This design comes from an exercise in tuning for small area on the open sky130 flow, not from production work. The RTL was checked by simulation tests, not by an equivalence proof against the original design. Power and IR drop assume default switching activity.

File: design.v
`default_nettype none
package conv1_pkg;
    localparam int FRAME_W = 8;
    localparam int FRAME_H = 8;
    localparam int KERNEL   = 3;
    localparam int NUM_TAPS = KERNEL * KERNEL;
    localparam int NUM_FILT = 2;
    localparam int CONV_W = FRAME_W - KERNEL + 1;
    localparam int POOL_W = CONV_W / 2;
    localparam int PIXEL_W  = 8;
    localparam int WEIGHT_W = 8;
    localparam int ADDR_W   = 5;
    localparam int COORD_W  = 3;
    localparam int SUM_W    = 21;
    localparam int ACT_W    = SUM_W - 1;
    typedef logic [PIXEL_W-1:0] pixel_t;
    typedef logic signed [WEIGHT_W-1:0] weight_t;
    typedef logic [ADDR_W-1:0] wght_addr_t;
    typedef logic [COORD_W-1:0] coord_t;
    typedef logic signed [SUM_W-1:0] sum_t;
    typedef logic [ACT_W-1:0] act_t;
endpackage
`default_nettype wire
`default_nettype none
module conv1_weight_regs (
    input  logic                                        clk_i,
    input  logic                                        reset_i,
    input  logic                                        wght_we_i,
    input  conv1_pkg::wght_addr_t                       wght_addr_i,
    input  conv1_pkg::weight_t                          wght_data_i,
    output conv1_pkg::weight_t [conv1_pkg::NUM_FILT-1:0][conv1_pkg::NUM_TAPS-1:0] weights_o
);
    logic [conv1_pkg::NUM_FILT-1:0][conv1_pkg::NUM_TAPS-1:0] hit_c;
    always_comb begin
        for (int f = 0; f < conv1_pkg::NUM_FILT; f++) begin
            for (int t = 0; t < conv1_pkg::NUM_TAPS; t++) begin
                hit_c[f][t] = wght_we_i &&
                    (wght_addr_i == conv1_pkg::wght_addr_t'(f * conv1_pkg::NUM_TAPS + t));
            end
        end
    end
    always_ff @(posedge clk_i) begin
        if (reset_i) begin
            weights_o <= '0;
        end else begin
            for (int f = 0; f < conv1_pkg::NUM_FILT; f++) begin
                for (int t = 0; t < conv1_pkg::NUM_TAPS; t++) begin
                    if (hit_c[f][t]) begin
                        weights_o[f][t] <= wght_data_i;
                    end
                end
            end
        end
    end
endmodule
`default_nettype wire
`default_nettype none
module conv1_line_buffer (
    input  logic                clk_i,
    input  logic                reset_i,
    input  logic                pixel_valid_i,
    input  conv1_pkg::pixel_t   pixel_i,
    input  logic                sof_i,
    output logic                                        win_valid_o,
    output conv1_pkg::pixel_t [conv1_pkg::NUM_TAPS-1:0] win_pixels_o,
    output conv1_pkg::coord_t                           win_row_o,
    output conv1_pkg::coord_t                           win_col_o
);
    conv1_pkg::coord_t row_q;
    conv1_pkg::coord_t col_q;
    conv1_pkg::coord_t row_c;
    conv1_pkg::coord_t col_c;
    logic              full_c;
    conv1_pkg::pixel_t line1_q [conv1_pkg::FRAME_W];
    conv1_pkg::pixel_t line2_q [conv1_pkg::FRAME_W];
    always_comb begin
        row_c  = sof_i ? '0 : row_q;
        col_c  = sof_i ? '0 : col_q;
        full_c = (row_c >= conv1_pkg::coord_t'(conv1_pkg::KERNEL - 1)) &&
                 (col_c >= conv1_pkg::coord_t'(conv1_pkg::KERNEL - 1));
    end
    always_ff @(posedge clk_i) begin
        if (reset_i) begin
            row_q         <= '0;
            col_q         <= '0;
            win_valid_o <= 1'b0;
        end else begin
            win_valid_o <= pixel_valid_i && full_c;
            if (pixel_valid_i) begin
                if (col_c == conv1_pkg::coord_t'(conv1_pkg::FRAME_W - 1)) begin
                    col_q <= '0;
                    if (row_c == conv1_pkg::coord_t'(conv1_pkg::FRAME_H - 1)) begin
                        row_q <= '0;
                    end else begin
                        row_q <= row_c + 1'b1;
                    end
                end else begin
                    col_q <= col_c + 1'b1;
                    row_q <= row_c;
                end
            end
        end
    end
    always_ff @(posedge clk_i) begin
        if (pixel_valid_i) begin
            line1_q[0] <= pixel_i;
            line2_q[0] <= line1_q[conv1_pkg::FRAME_W-1];
            for (int i = 1; i < conv1_pkg::FRAME_W; i++) begin
                line1_q[i] <= line1_q[i-1];
                line2_q[i] <= line2_q[i-1];
            end
            for (int r = 0; r < conv1_pkg::KERNEL; r++) begin
                for (int c = 0; c < conv1_pkg::KERNEL - 1; c++) begin
                    win_pixels_o[r*conv1_pkg::KERNEL+c] <=
                        win_pixels_o[r*conv1_pkg::KERNEL+c+1];
                end
            end
            win_pixels_o[conv1_pkg::KERNEL-1]   <= line2_q[conv1_pkg::FRAME_W-1];
            win_pixels_o[2*conv1_pkg::KERNEL-1] <= line1_q[conv1_pkg::FRAME_W-1];
            win_pixels_o[conv1_pkg::NUM_TAPS-1] <= pixel_i;
            win_row_o <= row_c - conv1_pkg::coord_t'(conv1_pkg::KERNEL - 1);
            win_col_o <= col_c - conv1_pkg::coord_t'(conv1_pkg::KERNEL - 1);
        end
    end
endmodule
`default_nettype wire
`default_nettype none
module conv1_filter_array (
    input  logic                clk_i,
    input  logic                reset_i,
    input  conv1_pkg::weight_t [conv1_pkg::NUM_FILT-1:0][conv1_pkg::NUM_TAPS-1:0] weights_i,
    input  logic                                        win_valid_i,
    input  conv1_pkg::pixel_t [conv1_pkg::NUM_TAPS-1:0] win_pixels_i,
    input  conv1_pkg::coord_t                           win_row_i,
    input  conv1_pkg::coord_t                           win_col_i,
    output logic                                        act_valid_o,
    output conv1_pkg::act_t [conv1_pkg::NUM_FILT-1:0]   act_data_o,
    output conv1_pkg::coord_t                           act_row_o,
    output conv1_pkg::coord_t                           act_col_o
);
    conv1_pkg::sum_t [conv1_pkg::NUM_FILT-1:0][conv1_pkg::NUM_TAPS-1:0] prod_q;
    logic                                                               valid_q;
    conv1_pkg::coord_t                                                  row_q;
    conv1_pkg::coord_t                                                  col_q;
    conv1_pkg::sum_t [conv1_pkg::NUM_FILT-1:0]                          sum_c;
    always_ff @(posedge clk_i) begin
        if (reset_i) begin
            valid_q <= 1'b0;
        end else begin
            valid_q <= win_valid_i;
        end
    end
    always_ff @(posedge clk_i) begin
        if (win_valid_i) begin
            for (int f = 0; f < conv1_pkg::NUM_FILT; f++) begin
                for (int t = 0; t < conv1_pkg::NUM_TAPS; t++) begin
                    prod_q[f][t] <= $signed({1'b0, win_pixels_i[t]}) *
                                    $signed(weights_i[f][t]);
                end
            end
            row_q <= win_row_i;
            col_q <= win_col_i;
        end
    end
    always_comb begin
        for (int f = 0; f < conv1_pkg::NUM_FILT; f++) begin
            sum_c[f] = '0;
            for (int t = 0; t < conv1_pkg::NUM_TAPS; t++) begin
                sum_c[f] = sum_c[f] + prod_q[f][t];
            end
        end
    end
    always_ff @(posedge clk_i) begin
        if (reset_i) begin
            act_valid_o <= 1'b0;
        end else begin
            act_valid_o <= valid_q;
        end
    end
    always_ff @(posedge clk_i) begin
        if (valid_q) begin
            for (int f = 0; f < conv1_pkg::NUM_FILT; f++) begin
                if ($signed(sum_c[f]) < 0) begin
                    act_data_o[f] <= '0;
                end else begin
                    act_data_o[f] <= conv1_pkg::act_t'(sum_c[f]);
                end
            end
            act_row_o <= row_q;
            act_col_o <= col_q;
        end
    end
endmodule
`default_nettype wire
`default_nettype none
module conv1_max_pool (
    input  logic                                        clk_i,
    input  logic                                        reset_i,
    input  logic                                        act_valid_i,
    input  conv1_pkg::act_t [conv1_pkg::NUM_FILT-1:0]   act_data_i,
    input  conv1_pkg::coord_t                           act_row_i,
    input  conv1_pkg::coord_t                           act_col_i,
    output logic                                        pool_valid_o,
    output conv1_pkg::act_t [conv1_pkg::NUM_FILT-1:0]   pool_data_o
);
    conv1_pkg::act_t [conv1_pkg::NUM_FILT-1:0]  pair_q;
    conv1_pkg::act_t [conv1_pkg::NUM_FILT-1:0]  half_q [conv1_pkg::POOL_W];
    logic [conv1_pkg::COORD_W-2:0]       slot_c;
    logic                                       odd_row_c;
    logic                                       odd_col_c;
    function automatic logic [conv1_pkg::ACT_W-1:0] max2(
        input logic [conv1_pkg::ACT_W-1:0] a,
        input logic [conv1_pkg::ACT_W-1:0] b
    );
        max2 = (a > b) ? a : b;
    endfunction
    always_comb begin
        slot_c    = act_col_i[conv1_pkg::COORD_W-1:1];
        odd_row_c = act_row_i[0];
        odd_col_c = act_col_i[0];
    end
    always_ff @(posedge clk_i) begin
        if (reset_i) begin
            pool_valid_o <= 1'b0;
        end else begin
            pool_valid_o <= act_valid_i && odd_row_c && odd_col_c;
        end
    end
    always_ff @(posedge clk_i) begin
        if (act_valid_i) begin
            for (int f = 0; f < conv1_pkg::NUM_FILT; f++) begin
                if (!odd_col_c) begin
                    if (odd_row_c) begin
                        pair_q[f] <= max2(half_q[slot_c][f], act_data_i[f]);
                    end else begin
                        pair_q[f] <= act_data_i[f];
                    end
                end else if (!odd_row_c) begin
                    half_q[slot_c][f] <= max2(pair_q[f], act_data_i[f]);
                end else begin
                    pool_data_o[f] <= max2(pair_q[f], act_data_i[f]);
                end
            end
        end
    end
endmodule
`default_nettype wire
`default_nettype none
module conv1_top (
    input  logic                                        clk_i,
    input  logic                                        reset_i,
    input  logic                                        pixel_valid_i,
    input  conv1_pkg::pixel_t                           pixel_i,
    input  logic                                        sof_i,
    input  logic                                        wght_we_i,
    input  conv1_pkg::wght_addr_t                       wght_addr_i,
    input  conv1_pkg::weight_t                          wght_data_i,
    output logic                                        pool_valid_o,
    output conv1_pkg::act_t [conv1_pkg::NUM_FILT-1:0]   pool_data_o
);
    conv1_pkg::weight_t [conv1_pkg::NUM_FILT-1:0][conv1_pkg::NUM_TAPS-1:0] weights;
    logic                                               win_valid;
    conv1_pkg::pixel_t [conv1_pkg::NUM_TAPS-1:0]        win_pixels;
    conv1_pkg::coord_t                                  win_row;
    conv1_pkg::coord_t                                  win_col;
    logic                                               act_valid;
    conv1_pkg::act_t [conv1_pkg::NUM_FILT-1:0]          act_data;
    conv1_pkg::coord_t                                  act_row;
    conv1_pkg::coord_t                                  act_col;
    conv1_weight_regs conv1_weight_regs_inst (
        .clk_i          (clk_i),
        .reset_i        (reset_i),
        .wght_we_i      (wght_we_i),
        .wght_addr_i    (wght_addr_i),
        .wght_data_i    (wght_data_i),
        .weights_o      (weights)
    );
    conv1_line_buffer conv1_line_buffer_inst (
        .clk_i          (clk_i),
        .reset_i        (reset_i),
        .pixel_valid_i  (pixel_valid_i),
        .pixel_i        (pixel_i),
        .sof_i          (sof_i),
        .win_valid_o    (win_valid),
        .win_pixels_o   (win_pixels),
        .win_row_o      (win_row),
        .win_col_o      (win_col)
    );
    conv1_filter_array conv1_filter_array_inst (
        .clk_i          (clk_i),
        .reset_i        (reset_i),
        .weights_i      (weights),
        .win_valid_i    (win_valid),
        .win_pixels_i   (win_pixels),
        .win_row_i      (win_row),
        .win_col_i      (win_col),
        .act_valid_o    (act_valid),
        .act_data_o     (act_data),
        .act_row_o      (act_row),
        .act_col_o      (act_col)
    );
    conv1_max_pool conv1_max_pool_inst (
        .clk_i          (clk_i),
        .reset_i        (reset_i),
        .act_valid_i    (act_valid),
        .act_data_i     (act_data),
        .act_row_i      (act_row),
        .act_col_i      (act_col),
        .pool_valid_o   (pool_valid_o),
        .pool_data_o    (pool_data_o)
    );
endmodule
`default_nettype wire
File: config.mk
export PLATFORM = sky130hd
export DESIGN_NAME = conv1_top
export DESIGN_NICKNAME = conv1_top
export VERILOG_FILES = /design/flow/design.v
export SDC_FILE = /design/flow/constraint.sdc
export NUM_CORES = 4
export LEC_CHECK = 0
export CAP_MARGIN = 20
export CORE_MARGIN = 2
export CORE_UTILIZATION = 40
export SLEW_MARGIN = 20
File: constraint.sdc
create_clock -name core_clock -period 6.5 [get_ports {clk_i}]
set_input_delay 1.3000 -clock core_clock [delete_from_list [all_inputs] [get_ports {clk_i}]]
set_output_delay 1.3000 -clock core_clock [all_outputs]
set_load 0.01 [all_outputs]
File: run.sh
#!/bin/bash
# synth_recipe.tcl (not shown) runs the flow's synth.tcl, then flattens the netlist and writes it again
# the make line also repeats each setting of config.mk as NAME=value (left out here)
make -C /OpenROAD-flow-scripts/flow DESIGN_CONFIG=/design/flow/config.mk WORK_HOME=/design/flow/orfs CLKGATE_MAP_FILE= SYNTH_SCRIPT=/design/flow/synth_recipe.tcl finish
==> flow_summary.ini <==
[sta]
maxSlewViolCount = 0
period_minus_slack_ns = 5.48
fin_ws_ns = 1.02
slew_headroom_pct = 22.1
setup_tns_ns = 0
setup_violations = 0
max_slew.worst_pin.slew_ns = 1.17
rsz0062_at_grt = false
final.period_utilization_pct = 84.3
fin_worst_skew_ns = 0.0321
hold_violations = 0
max_freq_ghz = 0.182

[synth]
syn_inst = 7475
synthDistinctLibCells = 77
synth_seq_cells = 866
syn-mean-instance-area_um2 = 10.6
yosys_warnings = 6
synthTopCellsByArea = edfxtp_1, fa_1, ha_1
yosys.area.top_type_share_pct = 27.0
syn_area_um2 = 79000
synth_common_cells = inv_1, fa_1, ha_1
synth_largest_area_cell = edfxtp_1
synthFlopType = edfxtp_1
ys_async_sr_fraction_pct = 0
synth-edff-count = 710
syn_nets = 9313
synth.most_common_cell = inv_1
yosysSeqAreaShare_pct = 30.9

[layout]
nNetsFinal = 9337
fill_cells = 18500
syn2layout_area_growth_pct = 8.79
final_layout_size_suffix_gt1_share_pct = 4.38
final_cells = 10200
fin_util_pct = 43.7

[power]
pwr-share-clk_pct = 46.2
switching_share_pct = 23.6
power_density_nw_per_um2 = 143
cellLeakagePower_nw = 41.3
pwr-share-comb_pct = 3.4
irDropWorstVdd_mv = 0.217
p_switching_w = 0.00290
p_total_w = 0.0123
p_seq_share_pct = 50.4
p_int_w = 0.00938

[setup_path]
crit_type = flop to flop
startpoint_type = flop
crit-reg2reg-launch = conv1_filter_array_inst.prod_q[128]
worst-path-max-fanout = 11
crit_path_end_kind = flop
crit_required_ns = 7.00
cp.arrival_ns = 5.98
crit_path_start = conv1_filter_array_inst.prod_q[128]
r2r_cells = 15

[floorplan]
fp.coreArea_um2 = 197000
dieArea_um2 = 201000
initial_utilization_pct = 40.1
die_y_um = 448
die_w_um = 448
core.rowCount = 163
pin_count = 67

[drt]
wirelength_um = 199000
final_antenna_net_count = 0
dr.pass1.iters = 5
drt_iter0_drc = 3331
viasPerCell = 5.05
routedWlPerCell_um = 19.5
drc = 0
via_count = 51700

[placement]
dp_hpwl_um = 156000
place_ws_ns = 1.03
dpl.cell_count = 10000
port_buffers = 66
place_congestion = 0.923

[global_route]
grt_max_degree = 130
grt_pass1_vias = 52900
grt_overflow = 0
gr-usage-all-layers_pct = 20.2
antenna_found_initial = 9
grt_pass1_wl_um = 310000

[clocking]
clkTransAtPathRegs_ns = 0.06
cts_tree = built
cts_max_path_buffers = 3
cts_num_sinks = 866
ctsResizeCount = 0
cts_hold_buf = 0
cts_made_buffers = 101
cts_root_buffer = clkbuf_16
insertion_delay_ns = 0.77
cts_setup_buffers = 0
htree_levels = 3

[hold_path]
min_from = conv1_line_buffer_inst.line1_q[7][5]
hold_path.class = flop to flop
hold-path-cell-count = 0

[status]
status = no timing/DRC/antenna violations

[run]
max-cap-violations = 0
[flip-flops by register name (all words and copies together), names as in the netlist, 29 cells and up, named ones only]
name                                 count
conv1_line_buffer_inst.line2_q          61
conv1_weight_regs_inst.weights_o       144
conv1_filter_array_inst.prod_q         306
conv1_max_pool_inst.pair_q              40
conv1_filter_array_inst.act_data_o      40
conv1_line_buffer_inst.line1_q          62
conv1_max_pool_inst.half_q             120
conv1_max_pool_inst.pool_data_o         40
conv1_line_buffer_inst.win_pixels_o     29
[final cells by class]
type | instances | area (um^2) | area share (%)
Antenna cell | 4 | 10.0 | 0.0116
Clock buffer | 126 | 2690 | 3.13
Clock inverter | 59 | 538 | 0.626
Inverter | 1491 | 5600 | 6.51
Multi-Input combinational cell | 4915 | 48200 | 56.1
Sequential cell | 866 | 24500 | 28.5
Tap cell | 2640 | 3300 | 3.84
Timing Repair Buffer | 124 | 1150 | 1.34
[layout by cell type (no fill, tap or decap), types with 77 or more instances in the layout]
| cell | synthesis | layout |
|---|---|---|
| and2_1 | 605 | 605 |
| inv_1 | 1491 | 1491 |
| nor2_1 | 371 | 368 |
| a21oi_1 | 198 | 198 |
| clkbuf_16 | 0 | 102 |
| xnor2_1 | 128 | 128 |
| nand2b_1 | 99 | 99 |
| fa_1 | 910 | 910 |
| o21ai_0 | 121 | 121 |
| nand2_1 | 587 | 587 |
| edfxtp_1 | 710 | 710 |
| dfxtp_1 | 156 | 152 |
| mux2_2 | 77 | 77 |
| mux2i_1 | 150 | 150 |
| a21o_1 | 90 | 90 |
| ha_1 | 902 | 902 |
[worst paths after layout]
check / slack, ns / end
max: 1.02 / conv1_filter_array_inst.act_data_o[14]
min: 0.41 / conv1_line_buffer_inst.line2_q[0][5]
min reg2reg: 0.41 / conv1_line_buffer_inst.line2_q[0][5]
max reg2reg: 1.02 / conv1_filter_array_inst.act_data_o[14]
[kinds of logic after synthesis]
kind of cell	synth area share, %
xor gates and xnor gates	1.92
muxes	3.01
DFF	30.9
buffers and inverters	8.12
AOI/OAI and AO/OA	6.22
and+or+nand+nor	12.4
adders and majority gates	37.4
[stage by stage]
step                      hold WS, ns  instance area, um^2
after floorplan                 0.400                79000
after global placement          0.403                82700
after detailed placement        0.405                82700
after CTS                       0.408                85900
after global routing            0.414                85900
final                           0.410                85900
[layer usage]
metal	global-route usage, %	vias up	share of wire, %
met1	27.8	26000	45
met4	6.90	0	3.3
met2	32.8	1197	47
met3	2.49	240	5.1
li1	-	24300	-
met5	0	-	0
[power by group through the flow]
| stage | clock network, W | registers [W] | logic, W |
|---|---|---|---|
| 2_1_floorplan | 0 | 0.00617 | 0.000275 |
| 3_3_place_gp | 0 | 0.00631 | 0.000409 |
| 3_5_place_dp | 0 | 0.00631 | 0.000414 |
| 4_1_cts | 0.00581 | 0.00619 | 0.000416 |
| 5_1_grt | 0.00600 | 0.00620 | 0.000455 |
| 6_report | 0.00567 | 0.00619 | 0.000412 |
[worst max-delay path: stages (launching register included)]
cell	delay (ns)
edfxtp_1	0.39
fa_1	0.58
fa_1	0.46
fa_1	0.54
inv_1	0.05
fa_1	0.48
inv_1	0.04
ha_1	0.22
fa_1	0.48
a211oi_1	0.27
nor2_1	0.14
o221a_2	0.27
nand2b_1	0.23
a211oi_2	0.57
buf_4	0.29
and3b_1	0.20

==> what the ideal ports hide <==
The results above use ideal ports. As a check the final layout listed here was re-extracted and re-timed, cells and wires unchanged.
Step 1: set_driving_cell puts a clkbuf_16 on clk_i and a buf_2 on each other input, an assumption about the parent block.
Step 2 also shifts input and output timing later by t, the mid clock arrival at the registers, as if the neighbouring blocks saw the same clock.
a / b / c = ideal / step 1 / step 2; a / b = the first two.
t, ns: 0.825
slack for setup (ns): 1.020 / 1.020 / 1.020
latest minus earliest clock arrival (ns): 0.041 / 0.041
slew at the worst register clock pin (ns): 0.07 / 0.07
worst slew at a driven data input, ns: 0.10
After both steps setup and hold are still met in this run. The setup slack of this run moves by 0.000 ns with the drivers and by 0.000 ns with both steps.
